From an optimization exercise on the open Yosys and OpenROAD flow, aimed at small area; shortcuts taken in it are not production practice. At most, simulation tests tie the RTL to the original design; equivalence was not proved. The RTL of runs 3 and 4 was laid out without a check of its function. No activity file was given, so power comes from the tool's default toggle rates.

===== flow/config.mk =====
export PLATFORM = sky130hd
export DESIGN_NAME = dnnProcessingElement
export DESIGN_NICKNAME = dnnProcessingElement
export VERILOG_FILES = /design/flow/design.v
export SDC_FILE = /design/flow/constraint.sdc
export NUM_CORES = 4
export LEC_CHECK = 0
export CAP_MARGIN = 20
export CORE_MARGIN = 2
export CORE_UTILIZATION = 40
export SLEW_MARGIN = 20

===== flow/constraint.sdc =====
create_clock -name core_clock -period 14.0 [get_ports {clock}]
set_input_delay 2.8000 -clock core_clock [delete_from_list [all_inputs] [get_ports {clock}]]
set_output_delay 2.8000 -clock core_clock [all_outputs]
set_load 0.01 [all_outputs]

===== flow/design.v =====
package pePkg;
  localparam int DATA_WIDTH = 8;
  localparam logic [DATA_WIDTH-1:0] LAYER_MAX_POOL = DATA_WIDTH'(2);
  localparam logic [DATA_WIDTH-1:0] LAYER_RELU = DATA_WIDTH'(3);
endpackage
module featureBuffer #(
  parameter int BUFFER_DEPTH = 256
) (
  input logic clock,
  input logic writeEnable,
  input logic [$clog2(BUFFER_DEPTH)-1:0] writeAddress,
  input logic [pePkg::DATA_WIDTH-1:0] writeData,
  input logic [$clog2(BUFFER_DEPTH)-1:0] readAddress,
  output logic [pePkg::DATA_WIDTH-1:0] readData
);
  logic [pePkg::DATA_WIDTH-1:0] storage [BUFFER_DEPTH];
  always_ff @(posedge clock) begin
    if (writeEnable) begin
      storage[writeAddress] <= writeData;
    end
  end
  assign readData = storage[readAddress];
endmodule
module featureEngine (
  input logic first,
  input logic isRelu,
  input logic [pePkg::DATA_WIDTH-1:0] readData,
  input logic [pePkg::DATA_WIDTH-1:0] runningMax,
  output logic [pePkg::DATA_WIDTH-1:0] maxNext
);
  logic signed [pePkg::DATA_WIDTH-1:0] base;
  logic signed [pePkg::DATA_WIDTH-1:0] data;
  assign base = first ? {~isRelu, {(pePkg::DATA_WIDTH - 1){1'b0}}} : runningMax;
  assign data = readData;
  assign maxNext = (data > base) ? data : base;
endmodule
module dnnProcessingElement #(
  parameter int BUFFER_DEPTH = 256,
  parameter int GAP_CYCLES = 11
) (
  input logic clock,
  input logic reset,
  input logic [pePkg::DATA_WIDTH-1:0] dataIn,
  input logic isNewData,
  input logic isBusy,
  output logic [pePkg::DATA_WIDTH-1:0] dataOut,
  output logic doTransmit
);
  localparam int DW = pePkg::DATA_WIDTH;
  localparam int AW = $clog2(BUFFER_DEPTH);
  typedef enum logic [2:0] {
    stateIdle,
    stateHeader,
    stateLoad,
    stateEngine,
    stateDelay,
    stateSend
  } peState;
  peState state;
  logic isRelu;
  logic lastNewData;
  logic newByte;
  logic [DW-1:0] hC, hP, hQ, hR, hS, hX, hY;
  logic [DW-1:0] cs, cr, cq, cp, cc;
  logic [DW-1:0] sInc, rInc, qInc, pInc, cInc;
  logic sEnd, rEnd, qEnd, pEnd, cEnd;
  logic [AW-1:0] rowBase, winBase, pBase;
  logic [AW-1:0] rowLen, rowStep;
  logic [AW-1:0] writeIndex;
  logic [AW-1:0] writeNext;
  logic [AW-1:0] readAddress;
  logic [AW-1:0] opA, opB, sum;
  logic [DW-1:0] readData;
  logic [DW-1:0] runningMax;
  logic [DW-1:0] maxNext;
  logic [3:0] gap;
  logic loading, engine;
  logic writeEnable;
  logic [DW-1:0] writeData;
  logic sendNow;
  assign newByte = isNewData != lastNewData;
  assign loading = state == stateLoad;
  assign engine = state == stateEngine;
  assign sInc = cs + 1'b1;
  assign rInc = cr + 1'b1;
  assign qInc = cq + 1'b1;
  assign pInc = cp + 1'b1;
  assign cInc = cc + 1'b1;
  assign qEnd = qInc == hQ;
  assign pEnd = pInc == hP;
  assign cEnd = cInc == hC;
  assign sEnd = sInc == ((loading && !qEnd) ? hX : hS);
  assign rEnd = rInc == ((loading && !pEnd) ? hY : hR);
  assign readAddress = rowBase + cs;
  assign writeNext = writeIndex + 1'b1;
  always_comb begin
    opA = rowBase;
    opB = AW'(1);
    if (engine) begin
      if (!rEnd) begin
        opB = rowLen;
      end else if (!qEnd) begin
        opA = winBase;
        opB = hX;
      end else if (!pEnd) begin
        opA = pBase;
        opB = rowStep;
      end else begin
        opA = readAddress;
      end
    end
  end
  assign sum = opA + opB;
  featureEngine u_featureEngine (
    .first((cs == '0) && (cr == '0)),
    .isRelu(isRelu),
    .readData(readData),
    .runningMax(runningMax),
    .maxNext(maxNext)
  );
  assign writeEnable = (loading && newByte) || (engine && sEnd && rEnd);
  assign writeData = loading ? dataIn : maxNext;
  featureBuffer #(
    .BUFFER_DEPTH(BUFFER_DEPTH)
  ) u_featureBuffer (
    .clock(clock),
    .writeEnable(writeEnable),
    .writeAddress(writeIndex),
    .writeData(writeData),
    .readAddress(readAddress),
    .readData(readData)
  );
  assign sendNow = (state == stateSend) && !isBusy && (gap == 4'(GAP_CYCLES - 1));
  always_ff @(posedge clock) begin
    lastNewData <= isNewData;
    runningMax <= maxNext;
  end
  always_ff @(posedge clock) begin
    if (reset) begin
      dataOut <= '0;
      doTransmit <= 1'b0;
    end else begin
      doTransmit <= sendNow;
      if (sendNow) begin
        dataOut <= readData;
      end
    end
  end
  always_ff @(posedge clock) begin
    if (reset) begin
      state <= stateIdle;
    end else begin
      case (state)
        stateIdle: begin
          if (newByte) begin
            cs <= '0;
            if (dataIn == pePkg::LAYER_MAX_POOL) begin
              isRelu <= 1'b0;
              state <= stateHeader;
            end else if (dataIn == pePkg::LAYER_RELU) begin
              isRelu <= 1'b1;
              hR <= 8'd1;
              hS <= 8'd1;
              hX <= 8'd1;
              hY <= 8'd1;
              state <= stateHeader;
            end
          end
        end
        stateHeader: begin
          if (newByte) begin
            case (cs[2:0])
              3'd0: hC <= dataIn;
              3'd1: hP <= dataIn;
              3'd2: hQ <= dataIn;
              3'd3: hR <= dataIn;
              3'd4: hS <= dataIn;
              3'd5: hX <= dataIn;
              default: hY <= dataIn;
            endcase
            cs <= sInc;
            if (cs[2:0] == (isRelu ? 3'd2 : 3'd6)) begin
              state <= stateLoad;
              cs <= '0;
              cr <= '0;
              cq <= '0;
              cp <= '0;
              cc <= '0;
              writeIndex <= '0;
              rowLen <= '0;
              rowStep <= '0;
            end
          end
        end
        stateLoad: begin
          if (newByte) begin
            writeIndex <= writeNext;
            if (!sEnd) begin
              cs <= sInc;
            end else begin
              cs <= '0;
              if (!qEnd) begin
                cq <= qInc;
              end else begin
                cq <= '0;
                if (rowLen == '0) begin
                  rowLen <= writeNext;
                end
                if (!rEnd) begin
                  cr <= rInc;
                end else begin
                  cr <= '0;
                  if (!pEnd) begin
                    cp <= pInc;
                    if (rowStep == '0) begin
                      rowStep <= writeNext;
                    end
                  end else begin
                    cp <= '0;
                    if (!cEnd) begin
                      cc <= cInc;
                    end else begin
                      cc <= '0;
                      state <= stateEngine;
                      writeIndex <= '0;
                      rowBase <= '0;
                      winBase <= '0;
                      pBase <= '0;
                    end
                  end
                end
              end
            end
          end
        end
        stateEngine: begin
          if (sEnd && rEnd) begin
            writeIndex <= writeNext;
          end
          if (!sEnd) begin
            cs <= sInc;
          end else begin
            cs <= '0;
            if (!rEnd) begin
              cr <= rInc;
              rowBase <= sum;
            end else begin
              cr <= '0;
              if (!qEnd) begin
                cq <= qInc;
                rowBase <= sum;
                winBase <= sum;
              end else begin
                cq <= '0;
                if (!pEnd) begin
                  cp <= pInc;
                  rowBase <= sum;
                  winBase <= sum;
                  pBase <= sum;
                end else begin
                  cp <= '0;
                  if (!cEnd) begin
                    cc <= cInc;
                    rowBase <= sum;
                    winBase <= sum;
                    pBase <= sum;
                  end else begin
                    cc <= '0;
                    rowBase <= '0;
                    gap <= '0;
                    state <= stateDelay;
                  end
                end
              end
            end
          end
        end
        stateDelay: begin
          gap <= gap + 1'b1;
          if (gap == (isRelu ? 4'd3 : 4'd4)) begin
            gap <= '0;
            state <= stateSend;
          end
        end
        stateSend: begin
          if (!isBusy) begin
            gap <= gap + 1'b1;
          end
          if (sendNow) begin
            gap <= '0;
            rowBase <= sum;
            if (sum == writeIndex) begin
              state <= stateIdle;
            end
          end
        end
        default: begin
          state <= stateIdle;
        end
      endcase
    end
  end
endmodule

===== flow/run.sh =====
#!/bin/bash
# synth_recipe.tcl (not shown) runs the flow's synth.tcl, then flattens the netlist and writes it again
# the make line also repeats each setting of config.mk as NAME=value (left out here)
make -C /OpenROAD-flow-scripts/flow DESIGN_CONFIG=/design/flow/config.mk WORK_HOME=/design/flow/orfs CLKGATE_MAP_FILE= SYNTH_SCRIPT=/design/flow/synth_recipe.tcl finish

==> results of run 1 <==
## sequential cells by signal (all words and copies together) (netlist names), 3 cells and up
name                     cells
u_featureBuffer.storage   2048
cc                           8
cp                           8
cq                           8
cr                           8
cs                           8
dataOut                      8
hC                           8
hP                           8
hQ                           8
hR                           8
hS                           8
hX                           8
hY                           8
pBase                        8
rowBase                      8
rowLen                       8
rowStep                      8
runningMax                   8
winBase                      8
writeIndex                   8
gap                          4
state                        3
## cells by family after synthesis
| kind of cell | share of synthesized area, % |
|---|---|
| flops | 74.9 |
| compound gates | 0.992 |
| xor+xnor | 1.11 |
| mux | 17.6 |
| fa+ha+maj | 0.582 |
| buf+inv | 1.10 |
| simple gates | 3.71 |
## worst max-delay path by stage
stage	endpoint	startpoint	cells past startpoint	slack, ns
CTS	u_featureBuffer.storage[117][7]$_DFFE_PP_	cs[0]$_DFFE_PP_	24	4.36
global placement	u_featureBuffer.storage[126][1]$_DFFE_PP_	cs[0]$_DFFE_PP_	24	4.41
global route	u_featureBuffer.storage[127][3]$_DFFE_PP_	cs[0]$_DFFE_PP_	24	3.86
detailed placement	u_featureBuffer.storage[124][7]$_DFFE_PP_	cs[0]$_DFFE_PP_	24	4.40
floorplan	u_featureBuffer.storage[0][3]$_DFFE_PP_	cs[0]$_DFFE_PP_	26	0.97
finish	u_featureBuffer.storage[127][3]$_DFFE_PP_	cs[0]$_DFFE_PP_	25	4.63
## per-stage QoR
step                      utilization, %  setup WS [ns]  hold slack, ns  instances
final                               45.2           4.63           0.475       7419
after detailed placement            42.1           4.40           0.467       7014
after floorplan                        -          0.972           0.448       4184
after global routing                45.2           3.86           0.506       7418
after global placement              42.1           4.41           0.470       7011
after CTS                           45.1           4.36           0.477       7409
## cell usage in the layout (no fill, tap or decap), types with 42 or more instances in the layout
cell type  instances
edfxtp_1        2197
buf_4             56
xor2_1            44
nor2_2            82
nand2_1          145
clkinv_1          53
clkbuf_16        215
mux4_2           672
clkbuf_1          52
clkinv_2          42
nor2_1           317
xnor2_1           49
## worst max-delay path, delay by kind of cell, from the launching register on
family                     cells  cell delay (ns)
AOI/OAI and AO/OA              7             1.65
adders and majority gates      3             1.69
buffers and inverters          3             1.84
DFF                            1             0.53
muxes                          4             1.65
and+or+nand+nor                8             1.35
## per-layer routing
metal	up-vias	track usage (%)	routed length, um
li1	17475	-	-
met1	22415	25.7	87700
met2	1468	30.3	103000
met3	309	3.87	14400
met4	18	5.87	6280
met5	-	1.04	322
## power groups by stage
stage | Combinational [mW] | Clock [mW] | Sequential, mW
final | 6.68 | 5.56 | 11.6
after floorplan | 3.09 | 0 | 11.4
after detailed placement | 6.65 | 0 | 11.8
after CTS | 6.65 | 5.65 | 11.7
after global routing | 7.28 | 5.92 | 11.6
after global placement | 6.35 | 0 | 11.8
## final cells by class
cell class                 instances  share of cell area, %
clock inverter                   127                   1.10
clock buffer                     268                   5.62
multi-input combinational       1722                   21.6
tap                             2958                   3.72
timing repair buffer              99                   1.07
inverter                          24                 0.0906
sequential                      2218                   66.8
antenna                            3                0.00755
==> results by group, run 1 <==
Outcome
  • Status: finished clean

Global routing
  • Largest net degree at the start of global routing: about 250
  • GRT Total Usage: 18.8%
  • Total global routing overflow: 0
  • Antenna violations before repair: 17
  • First-pass GRT wire length: roughly 310,000 um
  • Vias in the first global route: 42,316

Synth
  • Yosys cell types: 68
  • Main synth FF type: edfxtp_1
  • Sequential fraction of the synthesis area: 74.9%
  • Cell count after synthesis: 4,184
  • Synth Register Bits: roughly 2,200
  • Synthesized area: 88,600 um2
  • Largest area contributor in the synthesized netlist: edfxtp_1
  • Most numerous cell in the Yosys netlist: edfxtp_1
  • Syn. warnings: 2
  • Syn Area/Cell: about 21 um2
  • Ys async rst share: 0%
  • Mapped Nets: roughly 4,200
  • Post-synth top cells: edfxtp_1, mux4_2, nor2_1
  • Top cells by area, synth: edfxtp_1, mux4_2, nor2_1, nand2_1, clkbuf_1
  • Yosys top cell area share: around 74%
  • Post-synth EDFFs: about 2,200

CTS
  • Deepest clock path buffer count: 3
  • H-tree depth: 4
  • Clock slew seen by the registers of the worst setup and hold paths: 0.07 ns
  • Hold buffers post-CTS: 0
  • Post-CTS Repair Setup Buffers: 0
  • Clock sinks: 2,218
  • Worst skew pair latency: 0.86 ns
  • CTS tree: done
  • Clk root buf: clkbuf_16
  • # resized after CTS: 0
  • Cts bufs inserted: 214

Critical path
  • CP Launch Type: register
  • FF-to-FF path depth: 25
  • FF-to-FF setup slack: approximately 4.6 ns
  • Slowest-stage cell, CP: fa_4
  • RR Endpoint: u_featureBuffer.storage[127][3]$_DFFE_PP_
  • WP data required: ~14 ns
  • Arrival time at the worst endpoint: 9.86 ns
  • Critical Path Fanout Max: slightly below 100
  • Largest stage delay, worst path: ~1.1 ns
  • Setup CP Type: reg2reg
  • Crit. End Element: register
  • R2r startpoint: cs[0]$_DFFE_PP_

Routing
  • Via count: between 40,000 and 50,000
  • Post-route ant nets: 0
  • # DRC: 0
  • Initial DRT Pass Iterations: 7
  • Vias/cell: approximately 5.6
  • DR iter-0 viols: a little over 4,000
  • WL/cell: ~29 um
  • Post-Route WL: around 210,000 um

Flow run
  • Number of max-cap violations: 0

STA
  • Worst-Margin Slew: about 1.2 ns
  • Clock Skew: about 0.046 ns
  • Final setup violating endpoints: 0
  • Fmax: about 0.11 GHz
  • Worst slew margin: a little over a fifth
  • RSZ-0062 raised after global routing: no
  • Part of the cycle the worst path needs: 66.9%
  • Setup TNS: 0 ns
  • Max Slew Vio Count: 0
  • Tmin final: around 9.4 ns
  • Final Hold Fails: 0

Die
  • Core area: approximately 220,000 um2
  • DIE AREA: approximately 230,000 um2
  • Die Width: about 470 um
  • Die Y: 475 um
  • Initial cell density of the core: slightly above 40%
  • Site Rows: about 170
  • Top Ports: 21

Final layout
  • Multi-input gate area: between 20,000 and 25,000 um2
  • Net count, final: roughly 4,300
  • P&R area growth vs syn: 12.2%
  • Filler Cell Count: roughly 18,000
  • Final Instance Area: just under 100,000 um2
  • Reg area: ~66,000 um2
  • Share of layout cells above drive strength 1: around a quarter

Placement
  • Port Buffer Count: 20
  • RePlAce Congestion: about 0.88
  • DP HPWL: between 100,000 and 150,000 um
  • Placement Cell Area: 92,600 um2

Pwr
  • VDD IR max: 0.696 mV
  • Part of the power in registers: around 50%
  • Pint: 16.1 mW
  • Logic pwr share: around 28%
  • Switching share of power: between 30 and 40%
  • P_sw: between 7 and 8 mW
  • Total power: approximately 24 mW
  • Static leakage: approximately 30 nW
  • Clk network pwr share: approximately a quarter
  • P per Cell Area: between 200 and 250 nW/um2

Worst hold path
  • Hold_sp: runningMax[2]$_DFF_P_
  • WHS Path Cells: 2
  • Hold Path End: runningMax[2]$_DFF_P_
  • Hold WC Path Type: reg2reg
==> inputs of run 2 (changes only) <==
--- a/flow/design.v
+++ b/flow/design.v
@@ -9,10 +9,14 @@
   input logic clock,
   input logic writeEnable,
-  input logic [$clog2(BUFFER_DEPTH)-1:0] writeAddress,
+  input logic [7:0] writeAddress,
   input logic [pePkg::DATA_WIDTH-1:0] writeData,
-  input logic [$clog2(BUFFER_DEPTH)-1:0] readAddress,
+  input logic [7:0] readAddress,
   output logic [pePkg::DATA_WIDTH-1:0] readData
 );
-  logic [pePkg::DATA_WIDTH-1:0] storage [BUFFER_DEPTH];
+  localparam int DW = pePkg::DATA_WIDTH;
+  localparam int GROUPS = 85;
+  logic [DW-1:0] storage [256];
+  logic [15:0] rowSel, colSel;
+  logic [255:0] readSelect;
   always_ff @(posedge clock) begin
     if (writeEnable) begin
@@ -20,5 +24,62 @@
     end
   end
-  assign readData = storage[readAddress];
+  always_comb begin
+    rowSel = '0;
+    colSel = '0;
+    rowSel[readAddress[7:4]] = 1'b1;
+    colSel[readAddress[3:0]] = 1'b1;
+    for (int i = 0; i < 256; i++) begin
+      readSelect[i] = rowSel[i / 16] & colSel[i % 16];
+    end
+  end
+  for (genvar b = 0; b < DW; b++) begin : g_bit
+    logic [GROUPS:0] termN;
+    logic [21:0] level1;
+    logic [5:0] level2N;
+    logic [1:0] level3;
+    for (genvar g = 0; g < GROUPS; g++) begin : g_group
+      peAoi222 u_aoi (
+        .a0(readSelect[3 * g]), .b0(storage[3 * g][b]),
+        .a1(readSelect[3 * g + 1]), .b1(storage[3 * g + 1][b]),
+        .a2(readSelect[3 * g + 2]), .b2(storage[3 * g + 2][b]),
+        .y(termN[g])
+      );
+    end
+    peNand2 u_last (.a(readSelect[255]), .b(storage[255][b]), .y(termN[GROUPS]));
+    for (genvar g = 0; g < 21; g++) begin : g_l1
+      peNand4 u_n (.a(termN[4 * g]), .b(termN[4 * g + 1]), .c(termN[4 * g + 2]),
+                   .d(termN[4 * g + 3]), .y(level1[g]));
+    end
+    peNand2 u_l1 (.a(termN[84]), .b(termN[85]), .y(level1[21]));
+    for (genvar g = 0; g < 5; g++) begin : g_l2
+      peNor4 u_n (.a(level1[4 * g]), .b(level1[4 * g + 1]), .c(level1[4 * g + 2]),
+                  .d(level1[4 * g + 3]), .y(level2N[g]));
+    end
+    peNor2 u_l2 (.a(level1[20]), .b(level1[21]), .y(level2N[5]));
+    peNand3 u_l3a (.a(level2N[0]), .b(level2N[1]), .c(level2N[2]), .y(level3[0]));
+    peNand3 u_l3b (.a(level2N[3]), .b(level2N[4]), .c(level2N[5]), .y(level3[1]));
+    assign readData[b] = level3[0] | level3[1];
+  end
+endmodule
+module peAoi222 (
+  input logic a0, b0, a1, b1, a2, b2,
+  output logic y
+);
+  assign y = ~((a0 & b0) | (a1 & b1) | (a2 & b2));
+endmodule
+module peNand2 (input logic a, b, output logic y);
+  assign y = ~(a & b);
+endmodule
+module peNand3 (input logic a, b, c, output logic y);
+  assign y = ~(a & b & c);
+endmodule
+module peNand4 (input logic a, b, c, d, output logic y);
+  assign y = ~(a & b & c & d);
+endmodule
+module peNor2 (input logic a, b, output logic y);
+  assign y = ~(a | b);
+endmodule
+module peNor4 (input logic a, b, c, d, output logic y);
+  assign y = ~(a | b | c | d);
 endmodule
 module featureEngine (
--- a/flow/config.mk
+++ b/flow/config.mk
@@ -10,2 +10,4 @@
 export CORE_UTILIZATION = 40
 export SLEW_MARGIN = 20
+export SYNTH_HIERARCHICAL = 1
+export SYNTH_MINIMUM_KEEP_SIZE = 0
==> results by group, run 2 <==
Synth
  • Main synth FF type: edfxtp_1 (unchanged)
  • Ys async rst share: 0% (unchanged)
  • Most numerous cell in the Yosys netlist: edfxtp_1 (unchanged)
  • Cell count after synthesis: 4,655 (was 4,184)
  • Yosys top cell area share: 78.6% (was 74.4%)
  • Post-synth EDFFs: 2,197 (unchanged)
  • Syn Area/Cell: 18.0 um2 (was 21.2 um2)
  • Syn. warnings: 8 (was 2)
  • Largest area contributor in the synthesized netlist: edfxtp_1 (unchanged)
  • Sequential fraction of the synthesis area: 79.1% (was 74.9%)
  • Synth Register Bits: 2,218 (unchanged)
  • Yosys cell types: 95 (was 68)
  • Mapped Nets: 4,712 (was 4,236)
  • Top cells by area, synth: edfxtp_1, a222oi_1, nor2_1, nand4_1, a21oi_1 (was edfxtp_1, mux4_2, nor2_1, nand2_1, clkbuf_1)
  • Post-synth top cells: edfxtp_1, a222oi_1, nor2_1 (was edfxtp_1, mux4_2, nor2_1)
  • Synthesized area: 84,000 um2 (was 88,600 um2)

STA
  • Clock Skew: 0.0609 ns (was 0.0458 ns)
  • Setup slack after layout: 3.77 ns (was 4.63 ns)
  • Fmax: 0.0978 GHz (was 0.107 GHz)
  • Worst-Margin Slew: 1.26 ns (was 1.17 ns)
  • Setup TNS: 0 ns (unchanged)
  • Final Hold Fails: 0 (unchanged)
  • Part of the cycle the worst path needs: 73.1% (was 66.9%)
  • Worst slew margin: 15.5% (was 21.9%)
  • Tmin final: 10.23 ns (was 9.37 ns)
  • Final setup violating endpoints: 0 (unchanged)
  • RSZ-0062 raised after global routing: no (unchanged)
  • Max Slew Vio Count: 0 (unchanged)
  • Final hold slack: 0.539 ns (was 0.475 ns)

Final layout
  • Final std cells w/o fill: 7,917 (was 7,419)
  • Biggest register: u_featureBuffer.storage (unchanged)
  • Commonest non-fill, non-tap cell in the layout: edfxtp_1 (unchanged)
  • Most frequent cells in the layout: edfxtp_1, a222oi_1, nor2_1 (was edfxtp_1, mux4_2, nor2_1)
  • Final Instance Area: 95,800 um2 (was 99,400 um2)
  • Net count, final: 4,982 (was 4,331)
  • Filler Cell Count: 17,714 (was 18,467)
  • Share of layout cells above drive strength 1: 12.1% (was 26.2%)
  • Max reg flops: 2,048 (unchanged)
  • P&R area growth vs syn: 14.1% (was 12.2%)

Worst hold path
  • Hold_sp: runningMax[3]$_DFF_P_ (was runningMax[2]$_DFF_P_)
  • Hold WC Path Type: reg2reg (unchanged)

Placement
  • Dpl ws: 3.78 ns (was 4.40 ns)
  • Dpl cells: 7,507 (was 7,014)
  • DP HPWL: 155,000 um (was 130,000 um)
  • Port Buffer Count: 20 (unchanged)
  • Placement Cell Area: 88,600 um2 (was 92,600 um2)
  • RePlAce Congestion: 0.894 (was 0.878)

Flow run
  • Number of max-cap violations: 0 (unchanged)

Pwr
  • Pint: 13.0 mW (was 16.1 mW)
  • P per Cell Area: 189 nW/um2 (was 240 nW/um2)
  • Static leakage: 29.3 nW (was 30.4 nW)
  • Logic pwr share: 15.6% (was 28.0%)
  • Clk network pwr share: 31.9% (was 23.3%)
  • Switching share of power: 28.1% (was 32.4%)
  • P_sw: 5.08 mW (was 7.73 mW)
  • VDD IR max: 0.353 mV (was 0.696 mV)
  • Part of the power in registers: 52.4% (was 48.7%)

Outcome
  • Status: finished clean (unchanged)

Global routing
  • Antenna violations before repair: 14 (was 17)
  • GRT Total Usage: 23.0% (was 18.8%)
  • Total global routing overflow: 0 (unchanged)
  • Vias in the first global route: 48,437 (was 42,316)
  • Largest net degree at the start of global routing: 225 (was 245)
  • First-pass GRT wire length: 354,000 um (was 305,000 um)

Die
  • Die Y: 462 um (was 475 um)
  • Core area: 209,000 um2 (was 220,000 um2)
  • Site Rows: 168 (was 172)
  • Initial cell density of the core: 40.2% (was 40.3%)
  • DIE AREA: 214,000 um2 (was 225,000 um2)
  • Top Ports: 21 (unchanged)
  • Die Width: 462 um (was 475 um)

CTS
  • Clk root buf: clkbuf_16 (unchanged)
  • H-tree depth: 4 (unchanged)
  • Post-CTS Repair Setup Buffers: 0 (unchanged)
  • Cts bufs inserted: 215 (was 214)
  • Hold buffers post-CTS: 0 (unchanged)
  • # resized after CTS: 0 (unchanged)
  • Deepest clock path buffer count: 3 (unchanged)
  • Clock slew seen by the registers of the worst setup and hold paths: 0.06 ns (was 0.07 ns)
  • CTS tree: done (unchanged)
  • Worst skew pair latency: 0.89 ns (was 0.86 ns)
  • Clock sinks: 2,218 (unchanged)

Routing
  • Vias/cell: 6.45 (was 5.62)
  • Post-Route WL: 251,000 um (was 212,000 um)
  • # DRC: 0 (unchanged)
  • Initial DRT Pass Iterations: 10 (was 7)
  • Post-route ant nets: 0 (unchanged)
  • WL/cell: 31.7 um (was 28.5 um)
  • Via count: 51,063 (was 41,685)
  • DR iter-0 viols: 10,027 (was 4,121)

Critical path
  • CP Launch Point: cs[2]$_DFFE_PP_ (was cs[0]$_DFFE_PP_)
  • Arrival time at the worst endpoint: 10.75 ns (was 9.86 ns)
  • WP data required: 14.52 ns (was 14.49 ns)
  • Critical Path Fanout Max: 84 (was 97)
  • CP Launch Type: register (unchanged)
  • R2r startpoint: cs[2]$_DFFE_PP_ (was cs[0]$_DFFE_PP_)
  • Crit. End Element: register (unchanged)
  • Setup CP Type: reg2reg (unchanged)
==> run 2: area by class of cell <==
| cell class | count | area (um2) | share of cell area [%] |
|---|---|---|---|
| Multi-Input combinational cell | 2261 | 17200 | 17.9 |
| Sequential cell | 2218 | 66400 | 69.3 |
| Clock buffer | 271 | 5680 | 5.93 |
| Inverter | 39 | 146 | 0.153 |
| Antenna cell | 4 | 10.0 | 0.0105 |
| Timing Repair Buffer | 190 | 1530 | 1.60 |
| Tap cell | 2805 | 3510 | 3.66 |
| Clock inverter | 129 | 1350 | 1.40 |
==> run 2: final timing paths <==
check             slack [ns]  depth (start not counted)                                        end
hold / removal          0.54                          2                      runningMax[3]$_DFF_P_
setup / recovery        3.77                         24  u_featureBuffer.storage[159][5]$_DFFE_PP_
hold reg to reg         0.54                          2                      runningMax[3]$_DFF_P_
setup reg to reg        3.77                         24  u_featureBuffer.storage[159][5]$_DFFE_PP_
==> run 2: power groups by stage <==
stage / sequential (mW) / combinational [mW] / clock (mW)
6_report: 9.49 / 2.83 / 5.78
5_1_grt: 9.49 / 3.03 / 6.09
4_1_cts: 9.49 / 2.83 / 5.84
3_5_place_dp: 9.63 / 2.84 / 0
3_3_place_gp: 9.63 / 2.71 / 0
2_1_floorplan: 10.2 / 1.23 / 0
==> run 2: worst max-delay path, stage by stage (launching register included) <==
cell,delay (ns)
edfxtp_1,0.56
ha_1,0.45
a21oi_1,0.13
o21bai_1,0.16
a21oi_1,0.12
xnor2_1,0.82
inv_1,0.21
ha_1,0.45
and3b_1,0.29
a32oi_4,0.80
a21oi_1,0.44
a222oi_1,0.71
nand4_1,0.37
nor4_2,0.62
nand3_1,0.25
or2_2,0.37
ha_1,0.33
nand2_1,0.07
o32ai_1,0.23
a31oi_1,0.11
a21oi_4,0.35
mux2i_1,0.29
nand2_1,0.13
nand2_4,0.60
buf_4,0.80
==> run 2: through the flow <==
step | power, mW | util (%)
2_1_floorplan | 11.5 | -
3_3_place_gp | 12.3 | 42.4
3_5_place_dp | 12.5 | 42.4
4_1_cts | 18.2 | 45.7
5_1_grt | 18.6 | 45.8
6_report | 18.1 | 45.8
==> run 2: Yosys stat by module, one instance, submodules excluded, excerpt <==
module / flip-flops and latches / cell area [um2]
peNor2: 0 / 3.75
featureEngine: 0 / 364
peNand3: 0 / 5.00
peNand4: 0 / 6.26
peAoi222: 0 / 10.0
peNand2: 0 / 3.75
dnnProcessingElement: 170 / 9290
peNor4: 0 / 12.5
==> run 2: cells by family after synthesis <==
family	share of synthesized area, %
compound gates	11.0
fa+ha+maj	0.700
xor+xnor	1.21
buf+inv	0.939
flops	79.1
mux	0.353
simple gates	6.71
==> run 2: layer usage <==
metal	wire, um	track usage [%]
met2	114000	35.2
met3	29200	5.51
met5	218	0.385
met1	96900	31.7
met4	11000	9.07
==> inputs of run 3 (changes only) <==
--- a/flow/design.v
+++ b/flow/design.v
@@ -17,18 +17,21 @@
   localparam int GROUPS = 85;
   logic [DW-1:0] storage [256];
-  logic [15:0] rowSel, colSel;
-  logic [255:0] readSelect;
-  always_ff @(posedge clock) begin
-    if (writeEnable) begin
-      storage[writeAddress] <= writeData;
+  logic [15:0] readRowN, readColN, writeRowN, writeColN;
+  logic [255:0] readSelect, writeSelect;
+  always_comb begin
+    for (int j = 0; j < 16; j++) begin
+      readRowN[j] = readAddress[7:4] != 4'(j);
+      readColN[j] = readAddress[3:0] != 4'(j);
+      writeRowN[j] = !(writeEnable && (writeAddress[7:4] == 4'(j)));
+      writeColN[j] = writeAddress[3:0] != 4'(j);
     end
   end
-  always_comb begin
-    rowSel = '0;
-    colSel = '0;
-    rowSel[readAddress[7:4]] = 1'b1;
-    colSel[readAddress[3:0]] = 1'b1;
-    for (int i = 0; i < 256; i++) begin
-      readSelect[i] = rowSel[i / 16] & colSel[i % 16];
+  for (genvar i = 0; i < 256; i++) begin : g_word
+    peNor2 u_readSelect (.a(readRowN[i / 16]), .b(readColN[i % 16]), .y(readSelect[i]));
+    peNor2 u_writeSelect (.a(writeRowN[i / 16]), .b(writeColN[i % 16]), .y(writeSelect[i]));
+    always_ff @(posedge clock) begin
+      if (writeSelect[i]) begin
+        storage[i] <= writeData;
+      end
     end
   end
@@ -36,5 +39,5 @@
     logic [GROUPS:0] termN;
     logic [21:0] level1;
-    logic [5:0] level2N;
+    logic [7:0] level2N;
     logic [1:0] level3;
     for (genvar g = 0; g < GROUPS; g++) begin : g_group
@@ -52,11 +55,13 @@
     end
     peNand2 u_l1 (.a(termN[84]), .b(termN[85]), .y(level1[21]));
-    for (genvar g = 0; g < 5; g++) begin : g_l2
-      peNor4 u_n (.a(level1[4 * g]), .b(level1[4 * g + 1]), .c(level1[4 * g + 2]),
-                  .d(level1[4 * g + 3]), .y(level2N[g]));
+    for (genvar g = 0; g < 7; g++) begin : g_l2
+      peNor3 u_n (.a(level1[3 * g]), .b(level1[3 * g + 1]), .c(level1[3 * g + 2]),
+                  .y(level2N[g]));
     end
-    peNor2 u_l2 (.a(level1[20]), .b(level1[21]), .y(level2N[5]));
-    peNand3 u_l3a (.a(level2N[0]), .b(level2N[1]), .c(level2N[2]), .y(level3[0]));
-    peNand3 u_l3b (.a(level2N[3]), .b(level2N[4]), .c(level2N[5]), .y(level3[1]));
+    peInv u_l2 (.a(level1[21]), .y(level2N[7]));
+    peNand4 u_l3a (.a(level2N[0]), .b(level2N[1]), .c(level2N[2]), .d(level2N[3]),
+                   .y(level3[0]));
+    peNand4 u_l3b (.a(level2N[4]), .b(level2N[5]), .c(level2N[6]), .d(level2N[7]),
+                   .y(level3[1]));
     assign readData[b] = level3[0] | level3[1];
   end
@@ -80,6 +85,9 @@
   assign y = ~(a | b);
 endmodule
-module peNor4 (input logic a, b, c, d, output logic y);
-  assign y = ~(a | b | c | d);
+module peNor3 (input logic a, b, c, output logic y);
+  assign y = ~(a | b | c);
+endmodule
+module peInv (input logic a, output logic y);
+  assign y = ~a;
 endmodule
 module featureEngine (
--- a/flow/config.mk
+++ b/flow/config.mk
@@ -9,4 +9,6 @@
 export CORE_MARGIN = 2
 export CORE_UTILIZATION = 40
+export CTS_BUF_LIST = sky130_fd_sc_hd__clkbuf_4
+export CTS_CLUSTER_SIZE = 30
 export SLEW_MARGIN = 20
 export SYNTH_HIERARCHICAL = 1
==> results by group, run 3 <==
Global routing
  • First-pass GRT wire length: 339,000 um (was 354,000 um)
  • GRT Total Usage: 22.1% (was 23.0%)
  • Antenna violations before repair: 5 (was 14)
  • Total global routing overflow: 0 (unchanged)
  • Largest net degree at the start of global routing: 188 (was 225)
  • Vias in the first global route: 49,542 (was 48,437)

Synth
  • Top cells by area, synth: edfxtp_1, a222oi_1, nor2_1, nand4_1, nor3_2 (was edfxtp_1, a222oi_1, nor2_1, nand4_1, a21oi_1)
  • Syn. warnings: 10 (was 8)
  • Cell count after synthesis: 4,519 (was 4,655)
  • Mapped Nets: 4,568 (was 4,712)
  • Ys async rst share: 0% (unchanged)
  • Synth Register Bits: 2,218 (unchanged)
  • Sequential fraction of the synthesis area: 80.8% (was 79.1%)
  • Syn Area/Cell: 18.2 um2 (was 18.0 um2)
  • Main synth FF type: edfxtp_1 (unchanged)
  • Post-synth top cells: edfxtp_1, a222oi_1, nor2_1 (unchanged)
  • Most numerous cell in the Yosys netlist: edfxtp_1 (unchanged)
  • Yosys top cell area share: 80.3% (was 78.6%)
  • Yosys cell types: 71 (was 95)
  • Synthesized area: 82,200 um2 (was 84,000 um2)
  • Post-synth EDFFs: 2,197 (unchanged)
  • Largest area contributor in the synthesized netlist: edfxtp_1 (unchanged)

Critical path
  • Setup CP Type: reg2reg (unchanged)
  • CP Launch Type: register (unchanged)
  • CP top delay family: simple AND/OR/NAND/NOR gates (was compound AO/OA/AOI/OAI gates)
  • Arrival time at the worst endpoint: 10.66 ns (was 10.75 ns)
  • Critical path cell sequence: ha_1 > a21o_1 > a21oi_1 > o21bai_1 > a2111oi_0 > o21bai_1 > nand2_1 > nor2_1 > nand2_1 > nor2_1 > a222oi_1 > nand4_1 > nor3_2 > nand4_1 > or2_2 > ha_1 > nand4_1 > o32ai_1 > a31oi_1 > a21oi_4 > mux2i_1 > nand2_1 > nand2_4 > buf_4 (was ha_1 > a21oi_1 > o21bai_1 > a21oi_1 > xnor2_1 > inv_1 > ha_1 > and3b_1 > a32oi_4 > a21oi_1 > a222oi_1 > nand4_1 > nor4_2 > nand3_1 > or2_2 > ha_1 > nand2_1 > o32ai_1 > a31oi_1 > a21oi_4 > mux2i_1 > nand2_1 > nand2_4 > buf_4)
  • R2r startpoint: cs[1]$_DFFE_PP_ (was cs[2]$_DFFE_PP_)
  • FF-to-FF setup slack: 4.29 ns (was 3.77 ns)
  • CP Launch Point: cs[1]$_DFFE_PP_ (was cs[2]$_DFFE_PP_)
  • Largest stage delay, worst path: 0.92 ns (was 0.82 ns)
  • WP buf/inv: 1 (was 2)
  • Slowest-stage cell, CP: buf_4 (was xnor2_1)
  • Crit. End Element: register (unchanged)
  • Critical Path Fanout Max: 89 (was 84)
  • WP data required: 14.96 ns (was 14.52 ns)

Final layout
  • Share of layout cells above drive strength 1: 18.6% (was 12.1%)
  • Biggest register: u_featureBuffer.storage (unchanged)
  • P&R area growth vs syn: 13.3% (was 14.1%)
  • Net count, final: 5,198 (was 4,982)
  • Most frequent cells in the layout: edfxtp_1, clkbuf_4, a222oi_1 (was edfxtp_1, a222oi_1, nor2_1)
  • Commonest non-fill, non-tap cell in the layout: edfxtp_1 (unchanged)
  • Max reg flops: 2,048 (unchanged)
  • Final Instance Area: 93,100 um2 (was 95,800 um2)

CTS
  • Cts bufs inserted: 572 (was 215)
  • Deepest clock path buffer count: 4 (was 3)
  • Worst skew pair latency: 1.41 ns (was 0.89 ns)
  • H-tree depth: 6 (was 4)
  • Post-CTS Repair Setup Buffers: 0 (unchanged)
  • Clock sinks: 2,218 (unchanged)
  • Clock slew seen by the registers of the worst setup and hold paths: 0.06 ns (about the same)
  • CTS tree: done (unchanged)
  • # resized after CTS: 0 (unchanged)
  • Hold buffers post-CTS: 0 (unchanged)
  • Clk root buf: clkbuf_4 (was clkbuf_16)

Die
  • Initial cell density of the core: 40.2% (about the same)
  • Die Width: 457 um (was 462 um)
  • Top Ports: 21 (unchanged)
  • Site Rows: 166 (was 168)
  • Die Y: 457 um (was 462 um)
  • DIE AREA: 209,000 um2 (was 214,000 um2)
  • Core area: 204,000 um2 (was 209,000 um2)

Routing
  • Post-route ant nets: 0 (unchanged)
  • # DRC: 0 (unchanged)
  • Via count: 50,828 (was 51,063)
  • WL/cell: 28.9 um (was 31.7 um)
  • Vias/cell: 6.19 (was 6.45)
  • DR iter-0 viols: 9,544 (was 10,027)
  • Post-Route WL: 237,000 um (was 251,000 um)
  • Initial DRT Pass Iterations: 13 (was 10)

Placement
  • Port Buffer Count: 20 (unchanged)
  • Placement Cell Area: 86,400 um2 (was 88,600 um2)
  • DP HPWL: 144,000 um (was 155,000 um)
  • RePlAce Congestion: 0.907 (was 0.894)

STA
  • Part of the cycle the worst path needs: 69.3% (was 73.1%)
  • Final Hold Fails: 0 (unchanged)
  • Tmin final: 9.71 ns (was 10.23 ns)
  • Final setup violating endpoints: 0 (unchanged)
  • Clock Skew: 0.141 ns (was 0.0609 ns)
  • RSZ-0062 raised after global routing: no (unchanged)
  • Worst-Margin Slew: 1.20 ns (was 1.26 ns)
  • Max Slew Vio Count: 0 (unchanged)
  • Setup TNS: 0 ns (unchanged)
  • Fmax: 0.103 GHz (was 0.0978 GHz)
  • Worst slew margin: 19.7% (was 15.5%)

Pwr
  • Static leakage: 29.0 nW (was 29.3 nW)
  • P per Cell Area: 199 nW/um2 (was 189 nW/um2)
  • VDD IR max: 0.441 mV (was 0.353 mV)
  • Total power: 18.5 mW (was 18.1 mW)

Flow run
  • Number of max-cap violations: 0 (unchanged)

Outcome
  • Status: finished clean (unchanged)

Worst hold path
  • Hold_sp: runningMax[3]$_DFF_P_ (unchanged)
  • Hold WC Path Type: reg2reg (unchanged)
-- run 3: per-module statistics from Yosys (local to each module, per instance), a selection --
module / flops+latches / times used / cells inside
dnnProcessingElement: 170 / 1 / 865
featureEngine: 0 / 1 / 48
peAoi222: 0 / 680 / 1
peInv: 0 / 8 / 1
peNand2: 0 / 16 / 1
peNand4: 0 / 184 / 1
peNor2: 0 / 512 / 1
peNor3: 0 / 56 / 1
-- run 3: final timing paths --
path         cells after the start                                       end
min reg2reg                      2                     runningMax[3]$_DFF_P_
max reg2reg                     24  u_featureBuffer.storage[86][6]$_DFFE_PP_
min                              2                     runningMax[3]$_DFF_P_
max                             24  u_featureBuffer.storage[86][6]$_DFFE_PP_
-- run 3: power breakdown --
group	internal [mW]	switching, mW	total [mW]
clock network	2.74	2.51	5.25
logic	0.317	3.04	3.36
registers	9.90	0.0318	9.93
total	13.0	5.59	18.5
-- run 3: final cells by class --
cell class,count,area (um2)
fill,17639,111000
sequential,2218,66400
multi-input combinational,2224,15700
clock buffer,798,5990
tap,2688,3360
timing repair buffer,88,761
clock inverter,139,726
inverter,45,171
antenna,8,20.0
-- run 3: worst register-to-register path: stages, from the launching register on --
cell	delay, ns
edfxtp_1	0.51
ha_1	0.34
a21o_1	0.17
a21oi_1	0.25
o21bai_1	0.11
a2111oi_0	0.51
o21bai_1	0.17
nand2_1	0.25
nor2_1	0.14
nand2_1	0.82
nor2_1	0.51
a222oi_1	0.73
nand4_1	0.24
nor3_2	0.43
nand4_1	0.28
or2_2	0.38
ha_1	0.32
nand4_1	0.14
o32ai_1	0.35
a31oi_1	0.13
a21oi_4	0.36
mux2i_1	0.27
nand2_1	0.12
nand2_4	0.77
buf_4	0.94
-- run 3: cell families (layout without fill, tap and decap cells) --
| group | count (synthesis) | in the layout | share of synthesized area, % |
|---|---|---|---|
| simple gates | 1238 | 1238 | 7.30 |
| xor+xnor | 94 | 94 | 1.12 |
| other cells | 0 | 8 | 0 |
| fa+ha+maj | 37 | 37 | 0.582 |
| mux | 39 | 39 | 0.481 |
| compound gates | 816 | 816 | 9.34 |
| buf+inv | 77 | 1070 | 0.369 |
| flops | 2218 | 2218 | 80.8 |
-- run 3: per-stage QoR --
| stage | instances | util [%] | setup WS (ns) | hold slack (ns) |
|---|---|---|---|---|
| 2_1_floorplan | 4519 | - | 5.08 | 0.488 |
| 3_3_place_gp | 7263 | 42.2 | 4.36 | 0.508 |
| 3_5_place_dp | 7263 | 42.3 | 4.48 | 0.521 |
| 4_1_cts | 8200 | 45.5 | 4.47 | 0.532 |
| 5_1_grt | 8205 | 45.6 | 3.89 | 0.563 |
| 6_report | 8208 | 45.6 | 4.29 | 0.532 |
-- run 3: routing by layer --
| metal | track usage [%] | up-vias | part of all wire (%) |
|---|---|---|---|
| met2 | 34.0 | 3348 | 46 |
| met5 | 0 | - | 0 |
| li1 | - | 21282 | - |
| met1 | 29.0 | 25678 | 38 |
| met4 | 10.8 | 0 | 4.6 |
| met3 | 6.16 | 520 | 11 |
==> inputs of run 4 (changes only) <==
--- a/flow/config.mk
+++ b/flow/config.mk
@@ -8,7 +8,6 @@
 export CAP_MARGIN = 20
 export CORE_MARGIN = 2
-export CORE_UTILIZATION = 40
-export CTS_BUF_LIST = sky130_fd_sc_hd__clkbuf_4
-export CTS_CLUSTER_SIZE = 30
+export CORE_UTILIZATION = 60
+export CTS_BUF_LIST = sky130_fd_sc_hd__clkbuf_2 sky130_fd_sc_hd__clkbuf_4 sky130_fd_sc_hd__clkbuf_8
 export SLEW_MARGIN = 20
 export SYNTH_HIERARCHICAL = 1
==> results by group, run 4 <==
Global routing
  • Met2 Usage GRT: 51.9% (was 34.0%)
  • Total global routing overflow: 0 (unchanged)
  • Met3 Use GR: 8.32% (was 6.16%)
  • Largest net degree at the start of global routing: 181 (was 188)
  • Antenna violations before repair: 13 (was 5)
  • Gr busiest metal: met2 (unchanged)
  • Vias in the first global route: 47,384 (was 49,542)
  • GRT Total Usage: 33.5% (was 22.1%)
  • GR Util met1: 46.3% (was 29.0%)
  • First-pass GRT wire length: 335,000 um (was 339,000 um)

Worst hold path
  • Hold WC Path Type: reg2reg (unchanged)

STA
  • Setup slack after layout: 4.10 ns (was 4.29 ns)
  • RSZ-0062 raised after global routing: no (unchanged)
  • Final Hold Fails: 0 (unchanged)
  • Tmin final: 9.90 ns (was 9.71 ns)
  • Fmax: 0.101 GHz (was 0.103 GHz)
  • Part of the cycle the worst path needs: 70.7% (was 69.3%)
  • Clock Skew: 0.0715 ns (was 0.141 ns)
  • Final setup violating endpoints: 0 (unchanged)
  • Worst-Margin Slew: 1.21 ns (was 1.20 ns)
  • Max Slew Vio Count: 0 (unchanged)
  • Setup TNS: 0 ns (unchanged)
  • Worst slew margin: 19.3% (was 19.7%)

Die
  • Core area: 136,000 um2 (was 204,000 um2)
  • Die Width: 374 um (was 457 um)
  • Initial cell density of the core: 60.6% (was 40.2%)
  • Site Rows: 135 (was 166)
  • DIE AREA: 140,000 um2 (was 209,000 um2)
  • Top Ports: 21 (unchanged)
  • Die Y: 374 um (was 457 um)

Final layout
  • Filler Cell Count: 9,033 (was 17,639)
  • Max reg flops: 2,048 (unchanged)
  • Multi-input gate area: 15,700 um2 (about the same)
  • Net count, final: 4,988 (was 5,198)
  • P&R area growth vs syn: 11.9% (was 13.3%)
  • Commonest non-fill, non-tap cell in the layout: edfxtp_1 (unchanged)
  • Biggest register: u_featureBuffer.storage (unchanged)
  • Most frequent cells in the layout: edfxtp_1, a222oi_1, nor2_1 (was edfxtp_1, clkbuf_4, a222oi_1)
  • Reg area: 66,400 um2 (unchanged)
  • Post-layout util: 67.8% (was 45.6%)
  • Share of layout cells above drive strength 1: 13.8% (was 18.6%)

Synth
  • Yosys cell types: 71 (unchanged)
  • Mapped Nets: 4,568 (unchanged)
  • Cell count after synthesis: 4,519 (unchanged)
  • Syn. warnings: 10 (unchanged)
  • Most numerous cell in the Yosys netlist: edfxtp_1 (unchanged)
  • Top cells by area, synth: edfxtp_1, a222oi_1, nor2_1, nand4_1, nor3_2 (unchanged)
  • Main synth FF type: edfxtp_1 (unchanged)
  • Synth Register Bits: 2,218 (unchanged)
  • Synthesized area: 82,200 um2 (unchanged)
  • Post-synth top cells: edfxtp_1, a222oi_1, nor2_1 (unchanged)
  • Syn Area/Cell: 18.2 um2 (unchanged)
  • Post-synth EDFFs: 2,197 (unchanged)
  • Sequential fraction of the synthesis area: 80.8% (unchanged)
  • Ys async rst share: 0% (unchanged)
  • Yosys top cell area share: 80.3% (unchanged)
  • Largest area contributor in the synthesized netlist: edfxtp_1 (unchanged)

Critical path
  • Crit. End Element: register (unchanged)
  • CP Launch Type: register (unchanged)
  • R2r startpoint: cs[1]$_DFFE_PP_ (unchanged)
  • WP data required: 14.69 ns (was 14.96 ns)
  • FF-to-FF setup slack: 4.10 ns (was 4.29 ns)
  • Largest stage delay, worst path: 0.71 ns (was 0.92 ns)
  • RR Endpoint: u_featureBuffer.storage[135][6]$_DFFE_PP_ (was u_featureBuffer.storage[86][6]$_DFFE_PP_)
  • CP top delay family: simple AND/OR/NAND/NOR gates (unchanged)
  • Arrival time at the worst endpoint: 10.59 ns (was 10.66 ns)
  • Cell count along the critical path: 25 (was 24)
  • WP buf/inv: 2 (was 1)
  • Critical Path Fanout Max: 71 (was 89)
  • Slowest-stage cell, CP: a222oi_1 (was buf_4)
  • CP Launch Point: cs[1]$_DFFE_PP_ (unchanged)
  • Worst Setup EP: u_featureBuffer.storage[135][6]$_DFFE_PP_ (was u_featureBuffer.storage[86][6]$_DFFE_PP_)
  • FF-to-FF path depth: 25 (was 24)
  • Setup CP Type: reg2reg (unchanged)

Routing
  • # DRC: 0 (unchanged)
  • Vias/cell: 7.12 (was 6.19)
  • Via count: 49,649 (was 50,828)
  • Post-route ant nets: 0 (unchanged)
  • Initial DRT Pass Iterations: 12 (was 13)
  • WL/cell: 34.0 um (was 28.9 um)
  • Post-Route WL: 237,000 um (about the same)
  • DR iter-0 viols: 9,481 (was 9,544)

Placement
  • RePlAce Congestion: 0.895 (was 0.907)
  • Dpl ws: 4.26 ns (was 4.48 ns)
  • DP HPWL: 141,000 um (was 144,000 um)
  • Port Buffer Count: 20 (unchanged)

Pwr
  • VDD IR max: 0.423 mV (was 0.441 mV)
  • P per Cell Area: 203 nW/um2 (was 199 nW/um2)
  • Static leakage: 28.5 nW (was 29.0 nW)

CTS
  • CTS tree: done (unchanged)
  • Worst skew pair latency: 1.03 ns (was 1.41 ns)
  • Post-CTS Repair Setup Buffers: 0 (unchanged)
  • Clock slew seen by the registers of the worst setup and hold paths: 0.06 ns (about the same)
  • # resized after CTS: 0 (unchanged)
  • Clock sinks: 2,218 (unchanged)
  • Hold buffers post-CTS: 0 (unchanged)
  • Deepest clock path buffer count: 4 (unchanged)
  • Cts bufs inserted: 356 (was 572)
  • H-tree depth: 5 (was 6)
  • Clk root buf: clkbuf_8 (was clkbuf_4)

Flow run
  • Number of max-cap violations: 0 (unchanged)

Outcome
  • Status: finished clean (unchanged)
## run 4: changes by cell type in the layout (fill, tap and decap cells not counted), moves of 3 or more
cell      previous run  this run
buf_4               64        70
clkinv_2            12        31
inv_2               14         0
clkbuf_8             0       361
inv_6                0         3
clkinv_1           105        86
clkbuf_4           798       116
nand2_4             10         7
## run 4: through the flow
stage	cell area, um2	instances	power [mW]	hold WS, ns
finish	91900	6978	18.6	0.541
global placement	85200	6361	13.4	0.507
global route	91900	6973	19.2	0.576
CTS	91900	6971	18.7	0.537
floorplan	82200	4519	12.3	0.488
detailed placement	85300	6362	13.5	0.523
## run 4: kinds of logic (layout without fill, tap and decap cells)
logic type / after synthesis / count (layout) / synth area share (%)
other: 0 / 7 / 0
xor gates and xnor gates: 94 / 94 / 1.12
buffers and inverters: 77 / 748 / 0.369
adders and majority gates: 37 / 37 / 0.582
and+or+nand+nor: 1238 / 1238 / 7.30
DFF: 2218 / 2218 / 80.8
AOI/OAI and AO/OA: 816 / 816 / 9.34
muxes: 39 / 39 / 0.481
## run 4: layout make-up
| cell class | instances | share of cell area [%] |
|---|---|---|
| clock buffer | 477 | 6.35 |
| timing repair buffer | 94 | 0.867 |
| multi-input combinational | 2224 | 17.1 |
| tap | 1781 | 2.42 |
| sequential | 2218 | 72.2 |
| antenna | 7 | 0.0191 |
| inverter | 45 | 0.186 |
| clock inverter | 132 | 0.881 |
## run 4: Yosys stat by module, one instance, submodules excluded, a selection
module | cells inside | cell area [um2]
peAoi222 | 1 | 10.0
peNor2 | 1 | 3.75
peInv | 1 | 3.75
peNand2 | 1 | 3.75
peNor3 | 1 | 10.0
dnnProcessingElement | 865 | 9250
featureEngine | 48 | 364
peNand4 | 1 | 6.26
## run 4: power breakdown
group | leakage (nW) | internal [mW] | switching (mW) | total (mW)
clock network | 3.54 | 2.86 | 2.43 | 5.29
registers | 20.1 | 9.91 | 0.0318 | 9.94
logic | 4.85 | 0.314 | 3.08 | 3.39
total | 28.5 | 13.1 | 5.54 | 18.6
## run 4: worst min-delay path, stage by stage (launching register included)
cell	delay [ns]
dfxtp_1	0.30
nand2b_1	0.08
mux2i_1	0.10
## run 4: per-layer routing
metal / vias up / wire length, um
met3: 528 / 27300
li1: 20549 / -
met2: 3347 / 111000
met5: - / 44
met4: 6 / 9270
met1: 25219 / 89200
## run 4: worst min-delay path by stage
| stage | from | endpoint | slack [ns] | depth (start not counted) |
|---|---|---|---|---|
| 2_1_floorplan | runningMax[1]$_DFF_P_ | runningMax[1]$_DFF_P_ | 0.49 | 2 |
| 3_3_place_gp | runningMax[3]$_DFF_P_ | runningMax[3]$_DFF_P_ | 0.51 | 2 |
| 3_5_place_dp | runningMax[2]$_DFF_P_ | runningMax[2]$_DFF_P_ | 0.52 | 2 |
| 4_1_cts | runningMax[3]$_DFF_P_ | runningMax[3]$_DFF_P_ | 0.54 | 2 |
| 5_1_grt | runningMax[3]$_DFF_P_ | runningMax[3]$_DFF_P_ | 0.58 | 2 |
| 6_report | runningMax[3]$_DFF_P_ | runningMax[3]$_DFF_P_ | 0.54 | 2 |
==> inputs of run 5 (changes only) <==
--- a/flow/design.v
+++ b/flow/design.v
@@ -39,6 +39,6 @@
     logic [GROUPS:0] termN;
     logic [21:0] level1;
-    logic [7:0] level2N;
-    logic [1:0] level3;
+    logic [10:0] level2N;
+    logic [2:0] level3;
     for (genvar g = 0; g < GROUPS; g++) begin : g_group
       peAoi222 u_aoi (
@@ -55,14 +55,13 @@
     end
     peNand2 u_l1 (.a(termN[84]), .b(termN[85]), .y(level1[21]));
-    for (genvar g = 0; g < 7; g++) begin : g_l2
-      peNor3 u_n (.a(level1[3 * g]), .b(level1[3 * g + 1]), .c(level1[3 * g + 2]),
-                  .y(level2N[g]));
+    for (genvar g = 0; g < 11; g++) begin : g_l2
+      peNor2 u_n (.a(level1[2 * g]), .b(level1[2 * g + 1]), .y(level2N[g]));
     end
-    peInv u_l2 (.a(level1[21]), .y(level2N[7]));
     peNand4 u_l3a (.a(level2N[0]), .b(level2N[1]), .c(level2N[2]), .d(level2N[3]),
                    .y(level3[0]));
     peNand4 u_l3b (.a(level2N[4]), .b(level2N[5]), .c(level2N[6]), .d(level2N[7]),
                    .y(level3[1]));
-    assign readData[b] = level3[0] | level3[1];
+    peNand3 u_l3c (.a(level2N[8]), .b(level2N[9]), .c(level2N[10]), .y(level3[2]));
+    assign readData[b] = |level3;
   end
 endmodule
@@ -85,10 +84,4 @@
   assign y = ~(a | b);
 endmodule
-module peNor3 (input logic a, b, c, output logic y);
-  assign y = ~(a | b | c);
-endmodule
-module peInv (input logic a, output logic y);
-  assign y = ~a;
-endmodule
 module featureEngine (
   input logic first,
@@ -130,5 +123,5 @@
   logic lastNewData;
   logic newByte;
-  logic [DW-1:0] hC, hP, hQ, hR, hS, hX, hY;
+  logic [DW-1:0] hC, hP, hQ, hR, hS, hX;
   logic [DW-1:0] cs, cr, cq, cp, cc;
   logic [DW-1:0] sInc, rInc, qInc, pInc, cInc;
@@ -143,5 +136,4 @@
   logic [DW-1:0] runningMax;
   logic [DW-1:0] maxNext;
-  logic [3:0] gap;
   logic loading, engine;
   logic writeEnable;
@@ -160,5 +152,5 @@
   assign cEnd = cInc == hC;
   assign sEnd = sInc == ((loading && !qEnd) ? hX : hS);
-  assign rEnd = rInc == ((loading && !pEnd) ? hY : hR);
+  assign rEnd = rInc == ((loading && !pEnd) ? pBase : hR);
   assign readAddress = rowBase + cs;
   assign writeNext = writeIndex + 1'b1;
@@ -200,5 +192,5 @@
     .readData(readData)
   );
-  assign sendNow = (state == stateSend) && !isBusy && (gap == 4'(GAP_CYCLES - 1));
+  assign sendNow = (state == stateSend) && !isBusy && (cq[3:0] == 4'(GAP_CYCLES - 1));
   always_ff @(posedge clock) begin
     lastNewData <= isNewData;
@@ -232,5 +224,5 @@
               hS <= 8'd1;
               hX <= 8'd1;
-              hY <= 8'd1;
+              pBase <= 8'd1;
               state <= stateHeader;
             end
@@ -246,5 +238,5 @@
               3'd4: hS <= dataIn;
               3'd5: hX <= dataIn;
-              default: hY <= dataIn;
+              default: pBase <= dataIn;
             endcase
             cs <= sInc;
@@ -337,5 +329,4 @@
                     cc <= '0;
                     rowBase <= '0;
-                    gap <= '0;
                     state <= stateDelay;
                   end
@@ -346,7 +337,7 @@
         end
         stateDelay: begin
-          gap <= gap + 1'b1;
-          if (gap == (isRelu ? 4'd3 : 4'd4)) begin
-            gap <= '0;
+          cq <= qInc;
+          if (cq[3:0] == (isRelu ? 4'd3 : 4'd4)) begin
+            cq <= '0;
             state <= stateSend;
           end
@@ -354,8 +345,8 @@
         stateSend: begin
           if (!isBusy) begin
-            gap <= gap + 1'b1;
+            cq <= qInc;
           end
           if (sendNow) begin
-            gap <= '0;
+            cq <= '0;
             rowBase <= sum;
             if (sum == writeIndex) begin
--- a/flow/config.mk
+++ b/flow/config.mk
@@ -8,6 +8,8 @@
 export CAP_MARGIN = 20
 export CORE_MARGIN = 2
-export CORE_UTILIZATION = 60
-export CTS_BUF_LIST = sky130_fd_sc_hd__clkbuf_2 sky130_fd_sc_hd__clkbuf_4 sky130_fd_sc_hd__clkbuf_8
+export CORE_UTILIZATION = 40
+export CTS_BUF_LIST = sky130_fd_sc_hd__clkbuf_16
+export CTS_CLUSTER_DIAMETER = 80
+export CTS_CLUSTER_SIZE = 22
 export SLEW_MARGIN = 20
 export SYNTH_HIERARCHICAL = 1
==> results by group, run 5 <==
STA
  • Worst slew margin: 18.5% (was 19.3%)
  • Clock Skew: 0.0682 ns (was 0.0715 ns)
  • Worst-Margin Slew: 1.22 ns (was 1.21 ns)
  • Max Slew Vio Count: 0 (unchanged)
  • Fmax: 0.103 GHz (was 0.101 GHz)
  • Final Hold Fails: 0 (unchanged)
  • Setup slack after layout: 4.29 ns (was 4.10 ns)
  • Tmin final: 9.71 ns (was 9.90 ns)
  • RSZ-0062 raised after global routing: no (unchanged)
  • Final setup violating endpoints: 0 (unchanged)
  • Setup TNS: 0 ns (unchanged)
  • Part of the cycle the worst path needs: 69.4% (was 70.7%)

Critical path
  • Crit. End Element: register (unchanged)
  • WP data required: 14.46 ns (was 14.69 ns)
  • Largest stage delay, worst path: 0.74 ns (was 0.71 ns)
  • CP top delay family: simple AND/OR/NAND/NOR gates (unchanged)
  • CP most frequent cell: nand4_1
  • FF-to-FF path depth: 25 (unchanged)
  • Arrival time at the worst endpoint: 10.17 ns (was 10.59 ns)
  • Slowest-stage cell, CP: nand2_1 (was a222oi_1)
  • R2r startpoint: cs[0]$_DFFE_PP_ (was cs[1]$_DFFE_PP_)
  • Setup CP Type: reg2reg (unchanged)
  • WP buf/inv: 2 (unchanged)
  • Critical Path Fanout Max: 73 (was 71)
  • FF-to-FF setup slack: 4.29 ns (was 4.10 ns)
  • RR Endpoint: u_featureBuffer.storage[86][7]$_DFFE_PP_ (was u_featureBuffer.storage[135][6]$_DFFE_PP_)
  • CP Launch Type: register (unchanged)

Final layout
  • Final std cells w/o fill: 7,411 (was 6,978)
  • Biggest register: u_featureBuffer.storage (unchanged)
  • Share of layout cells above drive strength 1: 5.91% (was 13.8%)
  • Most frequent cells in the layout: edfxtp_1, nor2_1, a222oi_1 (was edfxtp_1, a222oi_1, nor2_1)
  • Net count, final: 4,710 (was 4,988)
  • Filler Cell Count: 17,310 (was 9,033)
  • P&R area growth vs syn: 9.46% (was 11.9%)
  • Commonest non-fill, non-tap cell in the layout: edfxtp_1 (unchanged)
  • Max reg flops: 2,048 (unchanged)

Synth
  • Syn Area/Cell: 18.1 um2 (was 18.2 um2)
  • Largest area contributor in the synthesized netlist: edfxtp_1 (unchanged)
  • Yosys top cell area share: 80.6% (was 80.3%)
  • Yosys cell types: 76 (was 71)
  • Ys async rst share: 0% (unchanged)
  • Mapped Nets: 4,537 (was 4,568)
  • Syn. warnings: 10 (unchanged)
  • Main synth FF type: edfxtp_1 (unchanged)
  • Cell count after synthesis: 4,489 (was 4,519)
  • Post-synth top cells: edfxtp_1, nor2_1, a222oi_1 (was edfxtp_1, a222oi_1, nor2_1)
  • Top cells by area, synth: edfxtp_1, a222oi_1, nor2_1, nand4_1, xnor2_1 (was edfxtp_1, a222oi_1, nor2_1, nand4_1, nor3_2)
  • Sequential fraction of the synthesis area: 81.2% (was 80.8%)
  • Post-synth EDFFs: 2,185 (was 2,197)
  • Synthesized area: 81,400 um2 (was 82,200 um2)
  • Most numerous cell in the Yosys netlist: edfxtp_1 (unchanged)
  • Synth Register Bits: 2,206 (was 2,218)

Global routing
  • Largest net degree at the start of global routing: 173 (was 181)
  • Antenna violations before repair: 4 (was 13)
  • GRT Total Usage: 21.7% (was 33.5%)
  • First-pass GRT wire length: 325,000 um (was 335,000 um)
  • Total global routing overflow: 0 (unchanged)
  • Vias in the first global route: 44,583 (was 47,384)

Worst hold path
  • Hold WC Path Type: reg2reg (unchanged)
  • Hold Path End: runningMax[1]$_DFF_P_ (was runningMax[3]$_DFF_P_)
  • WHS Path Cells: 2 (unchanged)
  • Hold_sp: runningMax[1]$_DFF_P_ (was runningMax[3]$_DFF_P_)

Outcome
  • Status: finished clean (unchanged)

Pwr
  • P per Cell Area: 161 nW/um2 (was 203 nW/um2)
  • VDD IR max: 0.288 mV (was 0.423 mV)
  • Static leakage: 26.7 nW (was 28.5 nW)

Die
  • DIE AREA: 207,000 um2 (was 140,000 um2)
  • Die Width: 455 um (was 374 um)
  • Initial cell density of the core: 40.3% (was 60.6%)
  • Die Y: 455 um (was 374 um)
  • Core area: 202,000 um2 (was 136,000 um2)
  • Top Ports: 21 (unchanged)
  • Site Rows: 165 (was 135)

CTS
  • Clk root buf: clkbuf_16 (was clkbuf_8)
  • Deepest clock path buffer count: 3 (was 4)
  • Post-CTS Repair Setup Buffers: 0 (unchanged)
  • Hold buffers post-CTS: 0 (unchanged)
  • H-tree depth: 3 (was 5)
  • Clock sinks: 2,206 (was 2,218)
  • Cts bufs inserted: 115 (was 356)
  • CTS tree: done (unchanged)
  • Clock slew seen by the registers of the worst setup and hold paths: 0.09 ns (was 0.06 ns)
  • # resized after CTS: 0 (unchanged)
  • Worst skew pair latency: 0.82 ns (was 1.03 ns)

Placement
  • DP HPWL: 144,000 um (was 141,000 um)
  • RePlAce Congestion: 0.890 (was 0.895)
  • Dpl ws: 4.63 ns (was 4.26 ns)
  • Port Buffer Count: 20 (unchanged)
  • Dpl cells: 7,215 (was 6,362)

Routing
  • # DRC: 0 (unchanged)
  • Vias/cell: 6.40 (was 7.12)
  • Post-route ant nets: 0 (unchanged)
  • Initial DRT Pass Iterations: 10 (was 12)
  • DR iter-0 viols: 9,894 (was 9,481)
  • Post-Route WL: 230,000 um (was 237,000 um)
  • Via count: 47,454 (was 49,649)
  • WL/cell: 31.1 um (was 34.0 um)

Flow run
  • Number of max-cap violations: 0 (unchanged)
## run 5: cell types whose count changed after synthesis, moves of 12 or more
cell / delta
nor2_1: +82
inv_1: -13
nor2b_1: -19
a21oi_1: -15
edfxtp_1: -12
nor3_2: -57
## run 5: power by group
| part | switching, mW | total [mW] | internal [mW] |
|---|---|---|---|
| logic | 1.75 | 1.92 | 0.173 |
| registers | 0.00640 | 8.77 | 8.76 |
| clock network | 2.07 | 3.69 | 1.62 |
| total | 3.82 | 14.4 | 10.6 |
## run 5: per-stage QoR
stage	util [%]	hold WS (ns)	power, mW	area (um2)
6_report	44.1	0.556	14.4	89100
4_1_cts	44.0	0.548	14.4	89000
3_3_place_gp	42.3	0.518	10.8	85500
5_1_grt	44.1	0.588	14.8	89100
2_1_floorplan	-	0.488	10.2	81400
3_5_place_dp	42.3	0.533	10.9	85500
## run 5: kinds of logic (layout without fill, tap and decap cells)
family	after synthesis	after routing	synth area share, %
mux	38	38	0.477
xor+xnor	102	102	1.21
flops	2206	2206	81.2
other cells	0	1	0
compound gates	810	810	9.42
fa+ha+maj	36	36	0.572
buf+inv	60	309	0.289
simple gates	1237	1237	6.87
## run 5: layout make-up
cell class,count,area [um2],area share [%]
multi-input combinational,2223,15300,17.2
antenna,1,2.50,0.00281
inverter,32,120,0.135
clock buffer,118,2950,3.32
clock inverter,75,547,0.614
timing repair buffer,84,766,0.860
sequential,2206,66000,74.1
tap,2672,3340,3.75
## run 5: worst max-delay path by stage
stage	to	from	slack, ns	cells after the start
after detailed placement	u_featureBuffer.storage[164][7]$_DFFE_PP_	cs[0]$_DFFE_PP_	4.63	25
after global routing	u_featureBuffer.storage[89][7]$_DFFE_PP_	cs[0]$_DFFE_PP_	3.87	25
final	u_featureBuffer.storage[86][7]$_DFFE_PP_	cs[0]$_DFFE_PP_	4.29	25
after global placement	u_featureBuffer.storage[162][7]$_DFFE_PP_	cs[0]$_DFFE_PP_	4.70	25
after floorplan	u_featureBuffer.storage[0][5]$_DFFE_PP_	cs[0]$_DFFE_PP_	5.00	23
after CTS	u_featureBuffer.storage[86][7]$_DFFE_PP_	cs[0]$_DFFE_PP_	4.55	25
## run 5: modules after synthesis, one instance, submodules excluded, a selection
module                cell area, um2  flip-flops and latches  cells  copies in the design
featureEngine                    364                       0     48                     1
peNor2                          3.75                       0      1                   600
dnnProcessingElement            8690                     158    808                     1
peAoi222                        10.0                       0      1                   680
peNand3                         5.00                       0      1                     8
peNand4                         6.26                       0      1                   184
peNand2                         3.75                       0      1                    16
## run 5: worst reg2reg max path, cell delays in order, from the launching register on
cell,delay [ns]
edfxtp_1,0.52
ha_1,0.29
fa_1,0.41
a21o_1,0.17
a21oi_1,0.23
o21bai_1,0.11
a21oi_1,0.20
xnor2_1,0.31
and2b_2,0.31
nand2_1,0.74
nor2_1,0.40
a222oi_1,0.67
nand4_1,0.27
nor2_1,0.47
nand4_1,0.17
or3_1,0.46
ha_1,0.35
nand4_1,0.14
o32ai_1,0.29
a31oi_1,0.10
a21oi_4,0.33
mux2i_1,0.28
nand2_1,0.13
nand2_4,0.46
buf_4,0.70
buf_4,0.79
## run 5: per-layer routing
layer	vias up	part of all wire [%]	routed length [um]	GRT usage, %
met1	24512	41	94000	31.6
met5	-	0	0	0
met2	2921	45	105000	33.2
met3	355	10	24000	3.87
li1	19666	-	-	-
met4	0	3.4	7840	6.51

## what the ideal ports hide
How much do the figures lean on ideal ports? The routed layouts below were timed once more, with nothing changed but the port constraints.
Step 1 sets driving cells, clkbuf_16 on the clock port and buf_2 on the other inputs (assumed; they add their load-dependent delay and slew).
Step 2 times the ports against the registers' clock, not the clock port: input delays grow and output delays shrink by t, the midpoint of the rising clock arrivals with the driver on.
a / b / c = no drivers / after step 1 / after step 2; a / b = the first two.
| run | t, ns | slack for setup (ns) | worst setup path after step 2 | cell pins on the clock port's net |
|---|---|---|---|---|
| run 1 | 0.924 | 4.634 / 4.634 / 4.634 | register to register | 1 |
| run 2 | 0.949 | 3.771 / 3.771 / 3.771 | register to register | 1 |
| run 3 | 1.423 | 4.294 / 4.294 / 4.294 | register to register | 1 |
| run 4 | 1.084 | 4.102 / 4.102 / 4.102 | register to register | 1 |
| run 5 | 0.873 | 4.288 / 4.288 / 4.288 | register to register | 1 |
After both steps every run listed still meets setup and hold.
